Background: an optimization exercise with open tools, aiming at a short achievable clock period and few clock cycles per item. Do not read the settings as production practice. In this exercise RTL edits were held to simulation tests only and were not proved equivalent to the original. Power figures rest on the tool's default switching activity, not on a simulated workload.

## flow/design.v (module list and top-level ports; edited modules follow where they fit)
// module fp_mul_pipe: 3981 lines
module fp_mul_pipe
#(
  parameter int EXP_W = 8,
  parameter int MAN_W = 23,
  localparam int W = 1 + EXP_W + MAN_W
) (
  input  logic         clk,
  input  logic         reset,
  input  logic         in_valid,
  output logic         in_ready,
  input  logic         rnd_mode,
  input  logic [W-1:0] a,
  input  logic [W-1:0] b,
  output logic         out_valid,
  input  logic         out_ready,
  output logic [W-1:0] c,
  output logic         ovf,
  output logic         unf,
  output logic         inv
);
  // ...
==> flow/run.sh <==
#!/bin/bash
# synth_recipe.tcl (not shown) runs the flow's synth.tcl, then flattens the netlist and writes it again
# the make line also repeats each setting of config.mk as NAME=value (left out here)
make -C /OpenROAD-flow-scripts/flow DESIGN_CONFIG=/design/flow/config.mk WORK_HOME=/design/flow/orfs CLKGATE_MAP_FILE= SYNTH_SCRIPT=/design/flow/synth_recipe.tcl finish
==> flow/config.mk <==
export PLATFORM = sky130hd
export DESIGN_NAME = fp_mul_pipe
export DESIGN_NICKNAME = fp_mul_pipe
export VERILOG_FILES = /design/flow/design.v
export SDC_FILE = /design/flow/constraint.sdc
export NUM_CORES = 4
export LEC_CHECK = 0
export CAP_MARGIN = 20
export CORE_MARGIN = 2
export CORE_UTILIZATION = 40
export PLACE_DENSITY = 0.5
export SETUP_SLACK_MARGIN = 4
export SLEW_MARGIN = 20
==> flow/constraint.sdc <==
create_clock -name core_clock -period 8.5 [get_ports {clk}]
set_input_delay 1.7000 -clock core_clock [delete_from_list [all_inputs] [get_ports {clk}]]
set_output_delay 1.7000 -clock core_clock [all_outputs]
set_load 0.01 [all_outputs]
==> flow_metrics.py, run 1 <==
metrics = {
    "layout": {
        "nets": 4339,
        "fin_util_pct": 59.27,
        "fillers": 5682,
        "antenna_cells": 1,
    },
    "clock_network": {
        "cts_resized": 1315,
        "cts_setup_buffers": 248,
    },
    "setup_path": {
        "crit_chain": "ha_1 -> nor2_2 -> a21oi_2 -> o21a_1 -> o21ai_2 -> mux2_4 -> a31o_4 -> or3_4 -> buf_12 -> a311o_1 -> o211a_1 -> buf_2",
        "crit_family": "compound AO/OA/AOI/OAI gates",
        "crit_slowest_cell": "or3_4",
        "max_stage_delay_ns": 0.43,
    },
    "detailed_routing": {
        "drt_iter0_drc": 3728,
    },
    "placed_design": {
        "dp_hpwl_mm": 72.94,
    },
    "grt": {
        "grt_util_all_layers_pct": 36.25,
        "grtUsageMet1_pct": 47.53,
        "grt_max_degree": 66,
        "use_met3_pct": 8.050,
        "grt_pass1_wl_mm": 183.4,
    },
    "logic_synthesis": {
        "synth-xor-area-share_pct": 3.109,
        "synthMuxAreaShare_pct": 0.2028,
        "yosysMostFrequentCell": "nor2_1",
        "ys_types": 72,
    },
    "floorplanning": {
        "die_area_um2": 66840,
        "die_h_um": 258.5,
    },
    "outcome": {
        "status": "no timing/DRC/antenna violations",
    },
    "sta": {
        "tightest_slew_ns": 1.120,
    },
}
Testbench counts, summed over its fixed seeds: cycles 8,008, items 8,000.
==> run 2: changes to the inputs <==
--- a/flow/design.v
+++ b/flow/design.v
@@ -3947,44 +3947,46 @@
   assign q1[40] = (cp1226 ^ kg1515);
   assign q1[41] = (cp1228 ^ kg1517);
   assign q1[42] = (cp1230 ^ kg1519);
   assign q1[43] = (cp1232 ^ kg1521);
   assign q1[44] = (cp1234 ^ kg1523);
   assign q1[45] = (cp1236 ^ kg1525);
   assign q1[46] = (cp1238 ^ kg1527);
   assign q1[47] = (cp1240 ^ kg1529);
+  logic        hold_q;
+  logic [31:0] c_h;
+  logic        ovf_h, unf_h, inv_h;
   logic        sel;
-  logic [22:0] fr0, fr1, frac;
-  logic [31:0] c_n;
-  logic        ovf_n, unf_n, inv_n;
+  logic [22:0] fr0, fr1;
+  logic [34:0] x0, x1;
   always_comb begin
     sel = q0[47];
     fr0 = {q0[45:24], q0[23] & ~r_tie0};
     fr1 = {q1[46:25], q1[24] & ~r_tie1};
-    if (sel) begin
-      c_n   = r_ones1 ? 32'hFFFFFFFF : r_zer1 ? {r_s, 31'd0} : {r_s, r_ef1, fr1};
-      ovf_n = r_ovf1;
-      unf_n = r_unf1;
-    end else begin
-      c_n   = r_ones0 ? 32'hFFFFFFFF : r_zer0 ? {r_s, 31'd0} : {r_s, r_ef0, fr0};
-      ovf_n = r_ovf0;
-      unf_n = r_unf0;
-    end
-    inv_n = r_inv;
+    if (hold_q)
+      x0 = {c_h, inv_h, ovf_h, unf_h};
+    else if (r_ones0)
+      x0 = {32'hFFFFFFFF, r_inv, r_ovf0, r_unf0};
+    else if (r_zer0)
+      x0 = {r_s, 31'd0, r_inv, r_ovf0, r_unf0};
+    else
+      x0 = {r_s, r_ef0, fr0, r_inv, r_ovf0, r_unf0};
+    if (hold_q)
+      x1 = {c_h, inv_h, ovf_h, unf_h};
+    else if (r_ones1)
+      x1 = {32'hFFFFFFFF, r_inv, r_ovf1, r_unf1};
+    else if (r_zer1)
+      x1 = {r_s, 31'd0, r_inv, r_ovf1, r_unf1};
+    else
+      x1 = {r_s, r_ef1, fr1, r_inv, r_ovf1, r_unf1};
+    {c, inv, ovf, unf} = sel ? x1 : x0;
   end
-  logic        hold_q;
-  logic [31:0] c_h;
-  logic        ovf_h, unf_h, inv_h;
   always_ff @(posedge clk) begin
     if (reset) hold_q <= 1'b0;
     else       hold_q <= out_valid_q & !out_ready;
     c_h   <= c;
     ovf_h <= ovf;
     unf_h <= unf;
     inv_h <= inv;
   end
-  assign c   = hold_q ? c_h   : c_n;
-  assign ovf = hold_q ? ovf_h : ovf_n;
-  assign unf = hold_q ? unf_h : unf_n;
-  assign inv = hold_q ? inv_h : inv_n;
   assign out_valid = out_valid_q;
 endmodule
==> run 2 against run 1 <==
Effect of this change: count of clock-buffer cells in the layout shrank 1; sequential power is essentially flat; cell area shrank 1.8%; clock skew shrank 0.0057 ns; die area shrank 0.67%; via count shrank 1.7%; synthesized cell count shrank 2.0%; combinational power shrank 3.3%; clock power shrank 4.2%; flip-flop and latch count is the same; global-route usage grew 0.19 points; non-clock buffer count grew 16; largest cell class unchanged.
==> flow_metrics.py, run 2 <==
metrics = {
    "logic_synthesis": {
        "synth.avg_cell_area_um2": 7.207,
        "ys.warnings.count": 1,
        "ys_seq_elements": 160,
        "synth_nets": 4029,
        "synth_area_um2": 25740,
        "yosys.area.top_type": "fa_1",
        "ys_types": 81,
        "synth_top_cell_area_share_pct": 20.07,
        "ys.flop_type": "dfxtp_1",
        "synth.yosys.seq_area_share_pct": 12.45,
        "synth_cells": 3571,
        "yosysMostFrequentCell": "nor2_1",
        "synth-edff-count": 0,
        "postSynth.asyncResetShare_pct": 0,
        "synth_area_leaders": "fa_1, dfxtp_1, o21ai_0",
        "synthTopCellsByCount": "nor2_1, o21ai_0, a21oi_1",
    },
    "layout": {
        "largest_reg_flops": 32,
        "nets": 4293,
        "drive_gt1_share_pct": 34.33,
        "fin_util_pct": 59.04,
        "largestRegisters": "c_h (32), r_ef0 (8), r_ef1 (8)",
        "instances_no_fill": 4696,
        "postLayoutCellArea_um2": 37380,
        "layout_commonest_cell": "nor2_1",
        "mostFrequentLayoutCells": "nor2_1, a21oi_1, nand2_1",
        "area_growth_pct": 45.22,
        "regMostFlops": "c_h",
    },
    "grt": {
        "grt_util_all_layers_pct": 36.45,
        "grt_pass1_wl_mm": 183.4,
        "grt_max_degree": 78,
        "grt_pass1_vias": 28180,
        "grt_antenna_before_repair": 1,
        "grt-ovfl-total": 0,
    },
    "detailed_routing": {
        "wl_met2_mm": 53.54,
        "topRoutingLayerUsed": "met4",
        "antenna_left": 0,
        "vias": 29380,
        "drc": 0,
        "drt_iter0_drc": 3455,
        "wl_mm": 124.5,
        "vias_per_cell": 6.256,
        "firstDrtPassIters": 6,
        "m1WireLength_mm": 48.30,
        "route.met3.wl_mm": 13.83,
        "wl_per_cell_um": 26.51,
    },
    "floorplanning": {
        "die_area_um2": 66390,
        "core_um2": 63310,
        "die_h_um": 257.7,
        "start_util_pct": 40.65,
        "fp-row-count": 92,
        "die_width_um": 257.7,
        "pin_count": 106,
    },
    "clock_network": {
        "cts_num_sinks": 160,
        "insertion_delay_ns": 0.45,
        "ctsLongestPathBuffers": 2,
        "cts_tree": "yes",
        "cts_root_buf": "clkbuf_16",
        "ctsHoldBuffers": 0,
        "numCtsBuffers": 17,
        "htreeDepth": 4,
        "path_clk_slew_ns": 0.07,
    },
    "sta": {
        "period_share_pct": 60.50,
        "max-slew-margin-rel_pct": 30.90,
        "finClkSkew_ns": 0.008263,
        "fmax_ghz": 0.1945,
        "rsz0062_at_grt": "true",
        "fin_tns_setup_ns": 0,
        "final_max_slew_viol_count": 0,
        "setup_ws_ns": 3.357,
        "hold_viol_final": 0,
        "setup_violations": 0,
        "tightest_slew_ns": 1.024,
        "min_period_ns": 5.143,
        "hold_slack_ns": 0.4499,
    },
    "setup_path": {
        "timing.rr.start": "r_t42_1",
        "timing_worst_setup_path_type": "reg -> out",
        "crit_buf_inv": 4,
        "crit_arrival_ns": 3.44,
        "cp_common_cell": "buf_6",
        "crit_chain": "ha_4 -> o211ai_1 -> o311ai_2 -> a311oi_2 -> buf_4 -> a21o_1 -> o211ai_4 -> buf_6 -> or3_4 -> nor2_4 -> buf_6 -> o21ai_2 -> and3_1 -> buf_2",
        "worstPathRequired_ns": 6.80,
        "cp-end-kind": "output pin",
        "worstPathMaxFanout": 4,
        "crit_slowest_cell": "or3_4",
        "crit_path_start_kind": "flop",
        "crit_start": "r_t42_1",
        "max_stage_delay_ns": 0.42,
        "crit_family": "compound AO/OA/AOI/OAI gates",
    },
    "placed_design": {
        "dp_cells": 4227,
        "gp_congestion": 0.9406,
        "port_buffers": 105,
        "dp_hpwl_mm": 72.80,
        "pre_cts_slack_ns": 1.578,
        "dpl_cell_area_um2": 27180,
    },
    "power_and_ir_drop": {
        "finalPower_mw": 10.79,
        "vdd_ir_drop_max_mv": 0.2241,
        "p_per_area_nw_per_um2": 288.7,
        "power_leakage_nw": 15.04,
    },
    "hold_path": {
        "hold_path_class": "reg -> reg",
        "min_from": "c_h[31]",
    },
    "flow_run": {
        "max-cap-violations": 0,
    },
    "outcome": {
        "status": "no timing/DRC/antenna violations",
    },
}
[run 2: routing by layer]
metal / global-route usage [%] / vias to the layer above
met2: 56.06 / 1867
li1: - / 12920
met3: 10.09 / 535
met5: 0 / -
met4: 21.02 / 0
met1: 45.87 / 14060
[run 2: cell families after synthesis]
kind of cell             count (synthesis)  share of synthesized area [%]
XOR/XNOR                                97                          3.301
AND/OR/NAND/NOR                        938                          15.64
adder cells (fa/ha/maj)                445                          28.61
AO/OA/AOI/OAI                         1215                          29.04
buffers and inverters                  702                          10.37
flip-flops                             160                          12.45
multiplexers                            14                         0.5883
[run 2: repair_timing]
item                       in CTS  in global routing
pin swaps                     285                200
setup endpoints to repair     122                112
gates cloned                   80                  2
gates resized for setup      1240                212
setup buffers                 311                 42
[run 2: worst paths after layout]
path	to	slack, ns	depth (start not counted)
hold reg to reg	c_h[31]	0.45	2
hold / removal	c_h[31]	0.45	2
setup / recovery	c[18]	3.36	14
setup reg to reg	c_h[15]	5.35	15
[run 2: worst min-delay path, stage by stage, from the launching register on]
cell	delay [ns]
dfxtp_1	0.30
inv_1	0.04
a21oi_1	0.06
[run 2: final cells by class]
class | instances | area [um2]
fill | 5508 | 25930
multi-input combinational | 2722 | 22990
timing repair buffer | 590 | 8000
sequential | 160 | 3254
inverter | 343 | 1441
tap | 846 | 1059
clock buffer | 17 | 425.4
clock inverter | 15 | 193.9
timing repair inverter | 1 | 5.005
antenna | 2 | 5.005
[run 2: report_power, final]
| group | internal [mW] | total, mW | switching (mW) |
|---|---|---|---|
| Sequential | 1.21 | 1.51 | 0.299 |
| Combinational | 3.90 | 8.50 | 4.60 |
| Clock | 0.424 | 0.784 | 0.360 |
Testbench counts of run 2, summed over its fixed seeds: cycles 8,008, items 8,000.

[what the ideal ports hide]
The flow's constraints put no driver on any port. The routed layouts listed below were extracted and timed again, unchanged, in two steps. Step 1, drivers: a clkbuf_16 drives clk and a buf_2 each remaining input, both assumed. Step 2 times the ports against the registers' clock, not the clock port: input delays grow and output delays shrink by t, the midpoint of the rising clock arrivals with the driver on. Slacks: no drivers / after step 1 / after step 2; pairs: no drivers / after step 1.
run	shift t [ns]	setup WS [ns]	worst data-port slew with drivers (ns)
run 1	0.493	3.303 / 3.168 / 2.675	0.31
run 2	0.497	3.357 / 3.212 / 2.714	0.27
After both steps setup and hold are still met in every run listed. For run 2, which loses most, drivers alone change the setup slack by -0.145 ns; drivers and shift together by -0.643 ns.
